What follows belongs to an exercise in optimizing a design on an open flow for small area, a short achievable clock period and few clock cycles per item; a production flow would make more cautious choices. Function was not checked in any run shown here: the RTL went through the layout flow alone. Power is estimated from default activity; no workload was simulated.

==> design/flow/design.v <==
module ethernet_ipv4_header_classifier (
  input  logic         clk,
  input  logic         rst_n,
  input  logic         in_tvalid,
  output logic         in_tready,
  input  logic [7:0]   in_tdata,
  input  logic         in_tlast,
  output logic         out_tvalid,
  input  logic         out_tready,
  output logic [127:0] out_tdata
);
  logic [16:0] lc_r;         
  logic        lo_r;         
  logic        hi08_r, hi86_r;             
  logic        et4_r, eta_r, et6_r;        
  logic        a4_r;         
  logic        ihl_ok_r;     
  logic        tcp_r, udp_r, icmp_r;
  logic [3:0]  doff_r;
  logic [6:0]  q_r;          
  logic        pk_r;         
  logic        p13_r;        
  logic [31:0] src_r, dst_r;
  logic [7:0]  ttl_r;
  logic [15:0] sport_r, dport_r;
  logic [16:0] len_o;
  logic        acc_o, dec_o, aok_o, pok_o;
  logic [2:0]  cls_o;
  logic        ov_r, skv_r, itr_r;
  logic [2:0]  sk_cls;       
  logic [4:0]  sk_len;
  logic [7:0] d;
  logic fire, last13, res_now, ev, out_free, to_out, sk_move;
  assign d        = in_tdata;
  assign fire     = in_tvalid && itr_r;
  assign last13   = fire && in_tlast && p13;
  assign res_now  = fire && in_tlast && !p13;
  assign ev       = res_now || p13_r;
  assign out_free = !ov_r || out_tready;
  assign to_out   = ev && out_free;
  assign sk_move  = skv_r && out_tready;
  logic [5:0] lc6;
  logic p12, p13, p14, p22, p23, psrc, pdst, pge14, pge21, pge22;
  assign lc6   = lc_r[5:0];
  assign p12   = lo_r && lc6 == 6'd13;
  assign p13   = lo_r && lc6 == 6'd14;
  assign p14   = lo_r && lc6 == 6'd15;
  assign p22   = lo_r && lc6 == 6'd23;
  assign p23   = lo_r && lc6 == 6'd24;
  assign psrc  = lo_r && lc6 >= 6'd27 && lc6 <= 6'd30;
  assign pdst  = lo_r && lc6 >= 6'd31 && lc6 <= 6'd34;
  assign pge14 = !lo_r || lc6 >= 6'd15;
  assign pge21 = !lo_r || lc6 >= 6'd22;
  assign pge22 = !lo_r || lc6 >= 6'd23;
  logic t1, t2, t3, t4, t13;
  assign t1  = ihl_ok_r && q_r == 7'd1;
  assign t2  = ihl_ok_r && q_r == 7'd2;
  assign t3  = ihl_ok_r && q_r == 7'd3;
  assign t4  = ihl_ok_r && q_r == 7'd4;
  assign t13 = ihl_ok_r && q_r == 7'd13;
  logic e4_13, ea_13, e6_13;
  assign e4_13 = hi08_r && d == 8'h00;
  assign ea_13 = hi08_r && d == 8'h06;
  assign e6_13 = hi86_r && d == 8'hDD;
  logic ge, r_aok, r_acc, r_dec;
  logic [2:0] r_cls;
  logic [16:0] r_len;
  assign ge    = pge14 || p13_r;
  assign r_aok = a4_r && !q_r[6];
  assign r_cls[2] = ge && !et4_r || r_aok && !tcp_r && !udp_r && !icmp_r;
  assign r_cls[1] = ge && !et4_r && !eta_r || r_aok && (udp_r || icmp_r);
  assign r_cls[0] = ge && !et4_r && !et6_r || r_aok && (tcp_r || icmp_r);
  assign r_acc = ge && !et4_r || r_aok;
  assign r_dec = ge && eta_r || r_aok;
  assign r_len = p13_r ? 17'd14 : lc_r;
  logic [6:0] q1;
  logic pk_nxt;
  assign q1 = (q_r == 7'd63) ? q_r : q_r + 7'd1;
  assign pk_nxt = a4_r && !q1[6] &&
                  (tcp_r && doff_r >= 4'd5 && q1[5:0] >= {doff_r, 2'b00} ||
                   udp_r && q1[5:3] != 3'd0);
  always_ff @(posedge clk) begin
    if (!rst_n) begin
      lc_r     <= 17'd1;
      lo_r     <= 1'b1;
      ihl_ok_r <= 1'b0;
      a4_r     <= 1'b0;
      q_r      <= 7'h40;
      pk_r     <= 1'b0;
    end else if (fire) begin
      pk_r <= !in_tlast && pk_nxt;
      if (in_tlast) begin
        lc_r     <= 17'd1;
        lo_r     <= 1'b1;
        ihl_ok_r <= 1'b0;
        a4_r     <= 1'b0;
        q_r      <= 7'h40;
      end else begin
        if (!lc_r[16]) lc_r <= lc_r + 17'd1;
        if (lc6 == 6'd63) lo_r <= 1'b0;
        if (p14) begin
          ihl_ok_r <= d[3:0] >= 4'd5;
          a4_r     <= et4_r && d[7:4] == 4'd4 && d[3:0] >= 4'd5;
          q_r      <= 7'd2 - {1'b0, d[3:0], 2'b00};
        end else if (q_r != 7'd63) begin
          q_r <= q_r + 7'd1;
        end
      end
    end
  end
  always_ff @(posedge clk) begin
    if (fire) begin
      if (p12) begin
        hi08_r <= d == 8'h08;
        hi86_r <= d == 8'h86;
      end
      if (p13) begin
        et4_r <= e4_13;
        eta_r <= ea_13;
        et6_r <= e6_13;
      end
      if (p23) begin
        tcp_r  <= d == 8'd6;
        udp_r  <= d == 8'd17;
        icmp_r <= d == 8'd1;
      end
      if (t13) doff_r <= d[7:4];
    end
  end
  always_ff @(posedge clk) begin
    if (sk_move || (to_out && !r_aok)) begin
      src_r <= '0;
      dst_r <= '0;
      ttl_r <= '0;
    end else if (fire) begin
      if (p22)  ttl_r <= d;
      if (psrc) src_r <= {src_r[23:0], d};
      if (pdst) dst_r <= {dst_r[23:0], d};
    end
    if (sk_move || (to_out && !pk_r)) begin
      sport_r <= '0;
      dport_r <= '0;
    end else if (fire) begin
      if (t1) sport_r[15:8] <= d;
      if (t2) sport_r[7:0]  <= d;
      if (t3) dport_r[15:8] <= d;
      if (t4) dport_r[7:0]  <= d;
    end
  end
  always_ff @(posedge clk) begin
    if (sk_move) begin
      len_o <= {12'd0, sk_len};
      cls_o <= sk_cls;
      acc_o <= sk_cls[2];
      dec_o <= sk_cls[2] && !sk_cls[1];
      aok_o <= 1'b0;
      pok_o <= 1'b0;
    end else if (to_out) begin
      len_o <= r_len;
      cls_o <= r_cls;
      acc_o <= r_acc;
      dec_o <= r_dec;
      aok_o <= r_aok;
      pok_o <= pk_r;
    end
    if (ev && !out_free) begin
      sk_len <= r_len[4:0];
      sk_cls <= r_cls;
    end
  end
  logic ov_nxt, skv_nxt, ge22_nxt;
  always_comb begin
    if (ov_r && !out_tready) ov_nxt = 1'b1;
    else                     ov_nxt = skv_r || ev;
    if (skv_r) skv_nxt = !out_tready;
    else       skv_nxt = ev && ov_r && !out_tready;
    if (fire) ge22_nxt = !in_tlast && pge21;
    else      ge22_nxt = pge22;
  end
  always_ff @(posedge clk) begin
    if (!rst_n) begin
      ov_r  <= 1'b0;
      skv_r <= 1'b0;
      itr_r <= 1'b1;
      p13_r <= 1'b0;
    end else begin
      p13_r <= last13;
      ov_r  <= ov_nxt;
      skv_r <= skv_nxt;
      itr_r <= !skv_nxt && !(ov_nxt && ge22_nxt) && !last13;
    end
  end
  assign in_tready  = itr_r;
  assign out_tvalid = ov_r;
  assign out_tdata  = {len_o, dport_r, sport_r, pok_o, ttl_r, dst_r, src_r,
                       aok_o, dec_o, cls_o, acc_o};
endmodule
==> design/flow/flow/run.sh <==
#!/bin/bash
# Standard synthesis, then the standard layout with plain buffers on the ports and
# without the delay cells as buffers.
set -uo pipefail
bash standard.sh synth > synth.log 2>&1 || exit 1
export BUFFER_PORTS_ARGS="-buffer_cell sky130_fd_sc_hd__buf_2"
export DONT_USE_CELLS="sky130_fd_sc_hd__clkdlybuf4s15_1 sky130_fd_sc_hd__clkdlybuf4s15_2 sky130_fd_sc_hd__clkdlybuf4s18_1 sky130_fd_sc_hd__clkdlybuf4s18_2 sky130_fd_sc_hd__clkdlybuf4s25_1 sky130_fd_sc_hd__clkdlybuf4s25_2 sky130_fd_sc_hd__clkdlybuf4s50_1 sky130_fd_sc_hd__clkdlybuf4s50_2 sky130_fd_sc_hd__dlygate4sd1_1 sky130_fd_sc_hd__dlygate4sd2_1 sky130_fd_sc_hd__dlygate4sd3_1 sky130_fd_sc_hd__dlymetal6s2s_1 sky130_fd_sc_hd__dlymetal6s4s_1 sky130_fd_sc_hd__dlymetal6s6s_1"
bash standard.sh > layout.log 2>&1
==> design/flow/standard.sh <==
#!/bin/bash
# synth_recipe.tcl (not shown) runs the flow's synth.tcl, then flattens the netlist and writes it again
# the make line also repeats each setting of config.mk as NAME=value (left out here)
make -C /OpenROAD-flow-scripts/flow DESIGN_CONFIG=/design/flow/config.mk WORK_HOME=/design/flow/orfs CLKGATE_MAP_FILE= SYNTH_SCRIPT=/design/flow/synth_recipe.tcl "${@:-finish}"
==> design/flow/config.mk <==
export PLATFORM = sky130hd
export DESIGN_NAME = ethernet_ipv4_header_classifier
export DESIGN_NICKNAME = ethernet_ipv4_header_classifier
export VERILOG_FILES = /design/flow/design.v
export SDC_FILE = /design/flow/constraint.sdc
export NUM_CORES = 4
export LEC_CHECK = 0
export CAP_MARGIN = 20
export CORE_MARGIN = 2
export CORE_UTILIZATION = 40
export SETUP_SLACK_MARGIN = 3.3
export SLEW_MARGIN = 20
==> design/flow/constraint.sdc <==
create_clock -name core_clock -period 5.5 [get_ports {clk}]
set_input_delay 1.1000 -clock core_clock [delete_from_list [all_inputs] [get_ports {clk}]]
set_output_delay 1.1000 -clock core_clock [all_outputs]
set_load 0.01 [all_outputs]
==> flow_metrics.tcl, run 1 <==
set metrics [dict create \
    layout-drive-gt1-share_pct 30.1 \
    dpl_cell_area_um2 8510 \
    final_util_pct 51.6 \
    setup_viol 0 \
    power_density_nw_per_um2 277 \
    leakage_nw 3.92 \
    run_status "no timing/DRC/antenna violations" \
    die_w_um 142 \
    cp_max_fo 7 \
    end_kind "flop" \
    port_buffers 142 \
    cts_buffers 17 \
    worstPathRequired_ps 5810 \
    worstMarginPinSlew_ps 704 \
    ys.flop_type "dfxtp_1" \
    grt_usage_pct 19.6 \
    max-cap-violations 0 \
    cts.sinks 180 \
    cts_tree "yes" \
    pre_cts_ws_ps 1980 \
    clock_latency_ps 440 \
    ant_nets 0 \
    grt_pass1_vias 5746 \
    ioPinCount 143 \
    root_buffer "clkbuf_16" \
    drt-initial-drc-count 358 \
    fp.dieArea_um2 20300 \
    postSynthCellCount 801 \
    crit_type "reg -> reg" \
    antenna_found_initial 0 \
    die-height_um 142 \
    initial_core_util_pct 40.8 \
    slew_violations 0 \
    final_cell_area_um2 9680 \
    p_seq_share_pct 50.4 \
    setup_tns_ps 0 \
    clkPwrFrac_pct 44.6 \
    start_kind "flop" \
    cell_internal_pwr_mw 2.00 \
    setup_ws_ps 3310 \
    htreeDepth 4 \
    nNetsFinal 972 \
    p_switching_uw 682 \
    viasPerCell 5.23 \
    ir_drop_v 0.000240 \
    critPathBufInv 1 \
    swShare_pct 25.4 \
    r2r-start "q_r[1]" \
    grt_max_degree 41 \
    dpl.hpwl_mm 12.6 \
    rsz0062_at_grt "true" \
    cts.clk_slew.worst_paths_ps 80 \
    netlist_area_um2 7660 \
    fmax_mhz 458 \
    overflow 0 \
    synth_edf_count 30 \
    wl_per_cell_um 17.0 \
    syn-num-nets 830 \
    gp_congestion 0.865 \
    crit_family "compound AO/OA/AOI/OAI gates" \
    holdCritPathClass "reg -> reg" \
    min_from "src_r[31]" \
    maxSlewHeadroom_pct 53.0 \
    final_hold_viol_count 0 \
    finalClockSkew_ps 14.6 \
    comb_power_share_pct 5.0 \
    finalCriticalPeriod_ps 2190 \
    wirelength_mm 20.2 \
    crit_arrival_ps 2490 \
    post-route-period-util_pct 39.7 \
    rows 50 \
    crit_path_cell_trace "ha_4 > buf_4 > a31oi_2 > nor2_2 > ha_1 > and3_4 > a221o_1 > a21boi_1 > a32oi_1" \
    cts_buffer_depth 2 \
    firstDrtPassIters 5 \
    ys_seq_area_share_pct 51.0 \
    syn_area_per_cell_um2 9.56 \
    async_flop_share_pct 0 \
    setup.worst_path.start "q_r[1]" \
    grt_pass1_wl_mm 31.2 \
    drc 0 \
    synth_seq_cells 180 \
    yosysWarnings 1 \
    crit_slowest_cell "dfxtp_4" \
    area_growth_pct 26.4 \
    cpPeakStageDelay_ps 380 \
    core_area_um2 18800 \
    yosysUniqueCellTypes 62 \
    dr_total_vias 6228 \
]
==> Yosys cell counts (5+ instances only) <==
library cell  instances  area, um2
mux2i_1              58        581
dfxtp_1             150       3000
xnor2_1               7       61.3
clkbuf_1             29        109
a21oi_1              64        320
nand2_1             101        379
nand3_1              41        205
a21boi_0             11       82.6
mux2_2                9        101
nor2b_1               8       50.1
o21ai_0              24        120
buf_4                 7       52.6
or3_1                 5       31.3
nor2_1               73        274
nand4_1               7       43.8
edfxtp_1             30        901
ha_1                 16        200
a22o_1               12        105
inv_1                19       71.3
nor2_2                9       56.3
nor3_1               10       50.1
and3_1                9       56.3
a31oi_1               6       37.5
and2_1                7       43.8
buf_2                18       90.1
==> repair_timing <==
action / CTS / global route
setup buffers: 18 / 11
setup endpoints to repair: 154 / 92
hold buffers: 0 / 0
gates cloned: 2 / 3
pin swaps: 9 / 5
gates resized for setup: 40 / 25
==> final timing paths <==
path | to | slack (ps) | cells after the start
worst min-delay path | src_r[31] | 450 | 2
worst min register to register | src_r[31] | 450 | 2
worst max register to register | pk_r | 3310 | 9
worst max-delay path | pk_r | 3310 | 9
==> registers in the layout, indices dropped and copies added, names as in the netlist, 3 cells and up <==
| register | count |
|---|---|
| cls_o | 3 |
| doff_r | 4 |
| dport_r | 16 |
| dst_r | 32 |
| lc_r | 17 |
| len_o | 17 |
| q_r | 7 |
| sk_cls | 3 |
| sk_len | 5 |
| sport_r | 16 |
| src_r | 32 |
| ttl_r | 8 |
==> cells by family (layout without fill, tap and decap cells) <==
family                     Yosys count  after routing  share of synthesized area [%]
DFF                                180            180                           51.0
AOI/OAI and AO/OA                  145            146                           11.9
other                                0              1                              0
muxes                               67             67                           8.90
and+or+nand+nor                    306            307                           19.9
adders and majority gates           16             16                           2.61
xor gates and xnor gates            11             11                           1.26
buffers and inverters               76            229                           4.48
==> worst reg2reg max path, stage by stage (launching register included) <==
cell	delay (ps)
dfxtp_4	380
ha_4	170
buf_4	140
a31oi_2	210
nor2_2	80
ha_1	300
and3_4	160
a221o_1	350
a21boi_1	160
a32oi_1	110
==> routing by layer <==
layer | vias up | global-route usage (%) | wire [um]
li1 | 3096 | - | -
met1 | 2946 | 26.7 | 9380
met2 | 170 | 30.6 | 9280
met3 | 16 | 5.82 | 1340
met4 | 0 | 5.42 | 214
met5 | - | 0 | 0
==> power groups by stage <==
stage / clock, mW / sequential, mW / combinational (mW)
2_1_floorplan: 0 / 1.38 / 0.0801
3_3_place_gp: 0 / 1.38 / 0.112
3_5_place_dp: 0 / 1.38 / 0.112
4_1_cts: 1.22 / 1.35 / 0.125
5_1_grt: 1.28 / 1.35 / 0.145
6_report: 1.19 / 1.35 / 0.134
==> per-stage QoR <==
step / cells / hold slack [ps] / total power, mW
after global routing: 1190 / 463 / 2.78
after global placement: 1124 / 440 / 1.50
final: 1191 / 452 / 2.68
after CTS: 1176 / 452 / 2.70
after detailed placement: 1124 / 440 / 1.50
after floorplan: 801 / 426 / 1.46
==> area by class of cell <==
cell class	instances	area [um2]
Antenna cell	1	2.50
Timing Repair Buffer	178	1120
Tap cell	234	293
Clock buffer	17	425
Multi-Input combinational cell	547	3660
Sequential cell	180	3930
Fill cell	1770	9090
Inverter	19	75.1
Clock inverter	15	163
==> cell usage in the layout (no fill, tap or decap), drive strengths merged, types with 8 or more instances in the layout <==
cell type / n
clkinv: 8
and3: 9
dfxtp: 150
clkbuf: 20
o21ai: 27
mux2: 9
nor2: 83
mux2i: 58
nand2: 101
nor2b: 8
edfxtp: 30
buf: 175
nand3: 41
inv: 25
a21boi: 11
a21oi: 64
nor3: 10
a22o: 12
ha: 16
==> run 2: changes to the inputs <==
--- a/design/flow/config.mk
+++ b/design/flow/config.mk
@@ -10,3 +10,3 @@
 export CORE_UTILIZATION = 40
-export SETUP_SLACK_MARGIN = 3.3
+export SETUP_SLACK_MARGIN = 3.45
 export SLEW_MARGIN = 20
==> flow_metrics.tcl, run 2 <==
set metrics [dict create \
    maxSlewHeadroom_pct 53.5 \
    final_hold_viol_count 0 \
    total_power_mw 2.76 \
    synth_area_leaders "dfxtp_1 39%, edfxtp_1 12%, mux2i_1 7.6%" \
    post-route-period-util_pct 38.7 \
    synth_edf_count 30 \
    rsz0062_at_grt "true" \
    rows 50 \
    max-cap-violations 0 \
    cts_buffers 17 \
    worstPathRequired_ps 5860 \
    grt_use_met1_pct 28.3 \
    die-height_um 142 \
    final_cell_mix "123 x buf_2, 94 x nand2_1, 74 x dfxtp_1" \
    final_common_cell "buf_2" \
    drc 0 \
    root_buffer "clkbuf_16" \
    layout-drive-gt1-share_pct 44.0 \
    syn-num-nets 830 \
    power_density_nw_per_um2 258 \
    postSynthCellCount 801 \
    gp_congestion 0.857 \
    drt-initial-drc-count 433 \
    ys.flop_type "dfxtp_1" \
    final_util_pct 57.0 \
    grt_pass1_wl_mm 32.7 \
    synthTopCellsByCount "150 x dfxtp_1, 101 x nand2_1, 73 x nor2_1" \
    final_cell_area_um2 10700 \
    antenna_found_initial 0 \
    dpl.hpwl_mm 12.6 \
    ir_drop_v 0.000206 \
    firstDrtPassIters 5 \
    holdWs_ps 451 \
    crit_path_cell_trace "buf_12 > nand3_4 > or3_4 > a311oi_4 > buf_4 > buf_6 > buf_12 > nand2_1 > a21oi_2" \
    fp.dieArea_um2 20300 \
    fmax_mhz 470 \
    cts.clk_slew.worst_paths_ps 70 \
    initial_core_util_pct 40.8 \
    cp_max_fo 8 \
    ys_seq_area_share_pct 51.0 \
    wl_per_cell_um 17.8 \
    leakage_nw 4.22 \
    htreeDepth 4 \
    grt_max_degree 33 \
    slew_violations 0 \
    end_kind "flop" \
    cts.sinks 180 \
    yosysWarnings 1 \
    fin_cells 1229 \
    yosys.area.top_type "dfxtp_1" \
    nNetsFinal 1011 \
    synth_seq_cells 180 \
    async_flop_share_pct 0 \
    pre_cts_ws_ps 2160 \
    grt_usage_pct 20.6 \
    clock_latency_ps 440 \
    core_area_um2 18800 \
    setup_ws_ps 3370 \
    syn_area_per_cell_um2 9.56 \
    antenna-diode-count 0 \
    crit_slowest_cell "or3_4" \
    path_common_cell "buf_12" \
    grt_pass1_vias 5920 \
    grt_busiest_layer "met2" \
    synth.top_cell.area_share_pct 39.2 \
    cpPeakStageDelay_ps 370 \
    dr_total_vias 6541 \
    port_buffers 142 \
    worstMarginPinSlew_ps 690 \
    cts_tree "yes" \
    netlist_area_um2 7660 \
    dpl_cell_area_um2 8600 \
    ioPinCount 143 \
    yosysMostFrequentCell "dfxtp_1" \
    setup_tns_ps 0 \
    setup_viol 0 \
    fillers 1654 \
    grt_use_met2_pct 31.9 \
    critPathBufInv 4 \
    area_growth_pct 39.7 \
    yosysUniqueCellTypes 62 \
    crit_family "simple AND/OR/NAND/NOR gates" \
    finalCriticalPeriod_ps 2130 \
    met3_usage_pct 5.45 \
    cts_buffer_depth 2 \
    crit_arrival_ps 2490 \
    placed_cells 1123 \
    wirelength_mm 21.9 \
    cts_hold_buf 0 \
    top_regs "dst_r: 32 flops, src_r: 32 flops" \
    start_kind "primary input" \
    viasPerCell 5.32 \
    finalClockSkew_ps 11.9 \
    die_w_um 142 \
    holdCritPathClass "reg -> reg" \
    ant_nets 0 \
    crit_type "in -> reg" \
    run_status "no timing/DRC/antenna violations" \
    overflow 0 \
]
run 2: area by class of cell:
| cell class | instances | area [um2] | area share, % |
|---|---|---|---|
| multi-input combinational | 547 | 3980 | 37.2 |
| timing repair inverter | 1 | 7.51 | 0.0702 |
| inverter | 19 | 77.6 | 0.725 |
| sequential | 180 | 4020 | 37.6 |
| timing repair buffer | 216 | 1730 | 16.2 |
| tap | 234 | 293 | 2.74 |
| clock inverter | 15 | 164 | 1.53 |
| clock buffer | 17 | 425 | 3.98 |
run 2: metal layers:
metal  wire length (um)  share of wire [%]  vias up
met4                256                1.2        0
met5                  0                  0        -
met2              10400                 47      206
met3               1470                6.7       18
met1               9780                 45     3138
li1                   -                  -     3179
run 2: logic make-up (layout without fill, tap and decap cells):
kind of cell / Yosys count / after routing / synth area share, %
buffers and inverters: 76 / 268 / 4.48
AO/OA/AOI/OAI: 145 / 146 / 11.9
flip-flops: 180 / 180 / 51.0
XOR/XNOR: 11 / 11 / 1.26
adder cells (fa/ha/maj): 16 / 16 / 2.61
multiplexers: 67 / 67 / 8.90
AND/OR/NAND/NOR: 306 / 307 / 19.9
run 2: path summary, 6_finish.rpt:
kind	slack [ps]	start	cells past startpoint	end
setup reg to reg	3410	q_r[2]	9	pk_r
hold reg to reg	450	aok_o	2	aok_o
hold / removal	450	aok_o	2	aok_o
setup / recovery	3370	in_tvalid	9	src_r[6]
run 2: what timing repair did:
item / in CTS / in global routing
gates resized for setup: 90 / 139
setup endpoints to repair: 196 / 174
pin swaps: 19 / 45
cloned: 8 / 4
setup buffers: 42 / 20
run 2: power by group:
| part | total (mW) | internal (mW) | leakage, nW | switching (mW) |
|---|---|---|---|---|
| clock network | 1.22 | 0.646 | 0.287 | 0.576 |
| registers | 1.35 | 1.34 | 1.54 | 0.00864 |
| logic | 0.184 | 0.0749 | 2.40 | 0.109 |
| total | 2.76 | 2.06 | 4.22 | 0.694 |
run 2: tightest hold or removal path, stage by stage, from the launching register on:
cell and delay (ps):
dfxtp_1 310, inv_1 50, a21oi_1 50
==> run 3: changes to the inputs <==
--- a/design/flow/config.mk
+++ b/design/flow/config.mk
@@ -10,3 +10,3 @@
 export CORE_UTILIZATION = 40
-export SETUP_SLACK_MARGIN = 3.45
+export SETUP_SLACK_MARGIN = 3.6
 export SLEW_MARGIN = 20
==> flow_metrics.tcl, run 3 <==
set metrics [dict create \
    run_status "no timing/DRC/antenna violations" \
    cts_buffer_depth 2 \
    area_growth_pct 55.8 \
    die_w_um 142 \
    wl_per_cell_um 18.0 \
    viasPerCell 5.26 \
    setup_tns_ps 0 \
    grt_max_degree 33 \
    port_buffers 142 \
    rows 50 \
    drt-initial-drc-count 391 \
    setup_viol 0 \
    fillers 1455 \
    ir_drop_v 0.000238 \
    cts_buffers 17 \
    grt_pass1_vias 6646 \
    post-route-period-util_pct 39.1 \
    multi_input_area_um2 3980 \
    start_kind "primary input" \
    end_kind "flop" \
    antenna_found_initial 0 \
    yosysMostFrequentCell "dfxtp_1" \
    root_buffer "clkbuf_16" \
    holdWs_ps 453 \
    clock_latency_ps 430 \
    cts.clk_slew.worst_paths_ps 70 \
    crit_type "in -> reg" \
    rrSetupSlack_ps 3410 \
    cts_tree "yes" \
    setup_ws_ps 3350 \
    nNetsFinal 1079 \
    dpl.hpwl_mm 12.5 \
    synth_area_leaders "dfxtp_1 39%, edfxtp_1 12%, mux2i_1 7.6%" \
    fp.dieArea_um2 20300 \
    finalCriticalPeriod_ps 2150 \
    final_cell_area_um2 11900 \
    gp_congestion 0.837 \
    yosysUniqueCellTypes 62 \
    worstMarginPinSlew_ps 611 \
    top_regs "dst_r: 32 flops, src_r: 32 flops" \
    synth_seq_cells 180 \
    synth_edf_count 30 \
    cp_max_fo 8 \
    wirelength_mm 23.3 \
    yosysWarnings 1 \
    crit_arrival_ps 2510 \
    firstDrtPassIters 5 \
    syn_area_per_cell_um2 9.56 \
    drc 0 \
    total_power_mw 2.74 \
    htreeDepth 4 \
    slew_violations 0 \
    die-height_um 142 \
    async_flop_share_pct 0 \
    leakage_nw 4.75 \
    ant_nets 0 \
    overflow 0 \
    regArea_um2 4090 \
    antenna-diode-count 0 \
    layout-drive-gt1-share_pct 53.0 \
    final_cell_mix "137 x buf_6, 125 x dfxtp_2, 108 x buf_4" \
    ioPinCount 143 \
    holdCritPathClass "reg -> reg" \
    initial_core_util_pct 40.8 \
    final_common_cell "buf_6" \
    pre_cts_ws_ps 2050 \
    ys_seq_area_share_pct 51.0 \
    cts_hold_buf 0 \
    postSynthCellCount 801 \
    core_area_um2 18800 \
    holdPathStages 2 \
    grt_usage_pct 22.0 \
    cts.sinks 180 \
    worstPathRequired_ps 5860 \
    maxSlewHeadroom_pct 59.2 \
    dpl_cell_area_um2 8680 \
    grt_pass1_wl_mm 35.2 \
    yosys.area.top_type "dfxtp_1" \
    r2r.worst_path.cells 9 \
    netlist_area_um2 7660 \
    fmax_mhz 465 \
    max-cap-violations 0 \
    finalClockSkew_ps 11.4 \
    synthTopCellsByCount "150 x dfxtp_1, 101 x nand2_1, 73 x nor2_1" \
    synth.top_cell.area_share_pct 39.2 \
    power_density_nw_per_um2 230 \
    syn-num-nets 830 \
    rsz0062_at_grt "true" \
    final_hold_viol_count 0 \
    dr_total_vias 6824 \
    ys.flop_type "dfxtp_1" \
]
## run 3: cell counts after synthesis
No cell type changed its count.
## run 3: what timing repair did
item	in CTS	in global routing
pin swaps	20	35
buffers inserted	94	35
endpoints found under the setup margin	307	292
hold endpoints to repair	0	0
cloned	6	5
gates resized for setup	300	75
## run 3: through the flow
stage / cells / util, %
2_1_floorplan: 801 / -
3_3_place_gp: 1124 / 46.1
3_5_place_dp: 1125 / 46.2
4_1_cts: 1257 / 60.0
5_1_grt: 1297 / 63.6
6_report: 1297 / 63.6
## run 3: power by group
group	internal (mW)	leakage, nW	switching (mW)
Sequential	1.34	1.56	0.00877
Clock	0.637	0.277	0.562
Combinational	0.0861	2.91	0.108
## run 3: per-layer routing
metal	track usage, %	up-vias	part of all wire [%]
met1	28.3	3300	43
met5	0	-	0
met4	5.26	0	1.0
li1	-	3304	-
met3	7.07	21	6.7
met2	36.1	199	50
## run 3: critical path, stage by stage
cell and delay [ps]:
buf_12 90, nand3_4 70, or3_4 420, a311oi_4 250, buf_6 170, buf_12 100, buf_16 130, nand2_4 50
a21oi_2 140
## run 3: cell type report
| class | instances | area share, % |
|---|---|---|
| inverters | 19 | 0.755 |
| repair inverters | 1 | 0.0629 |
| well taps | 234 | 2.45 |
| multi-input cells | 547 | 33.4 |
| clock buffers | 17 | 3.56 |
| repair buffers | 284 | 24.3 |
| flip-flops and latches | 180 | 34.3 |
| clock inverters | 15 | 1.24 |
## run 3: final timing paths
check        startpoint   endpoint
max           in_tvalid  src_r[15]
min               pok_o      pok_o
max reg2reg      q_r[2]       pk_r
min reg2reg       pok_o      pok_o
## run 3: cells by family after synthesis
group,Yosys count,share of synthesized area [%]
AND/OR/NAND/NOR,306,19.9
flip-flops,180,51.0
AO/OA/AOI/OAI,145,11.9
buffers and inverters,76,4.48
multiplexers,67,8.90
adder cells (fa/ha/maj),16,2.61
XOR/XNOR,11,1.26

-- separate check: timing with driven ports --
In the flow no input, the clock included, has a driving cell. The finished layouts below were timed again as built, in two steps.
Step 1 sets driving cells, clkbuf_16 on the clock port and buf_2 on the other inputs (assumed; they add their load-dependent delay and slew).
Step 2 also shifts input and output timing later by t, the mid clock arrival at the registers, as if the neighbouring blocks saw the same clock.
a / b / c = no drivers / after step 1 / after step 2; a / b = the first two.
| run | shift t [ns] | setup slack, ns | slew at the worst register clock pin (ns) | worst slew at a driven data input, ns | pins driven straight from the clock port |
|---|---|---|---|---|---|
| run 1 | 0.478 | 3.315 / 3.315 / 2.843 | 0.08 / 0.08 | 0.07 | 1 |
| run 2 | 0.473 | 3.371 / 3.340 / 2.868 | 0.08 / 0.08 | 0.10 | 1 |
| run 3 | 0.475 | 3.351 / 3.322 / 2.847 | 0.08 / 0.08 | 0.07 | 1 |
After both steps setup and hold are still met in every run listed. The setup slack of run 3, which loses most, moves by -0.029 ns with the drivers and by -0.504 ns with both steps.
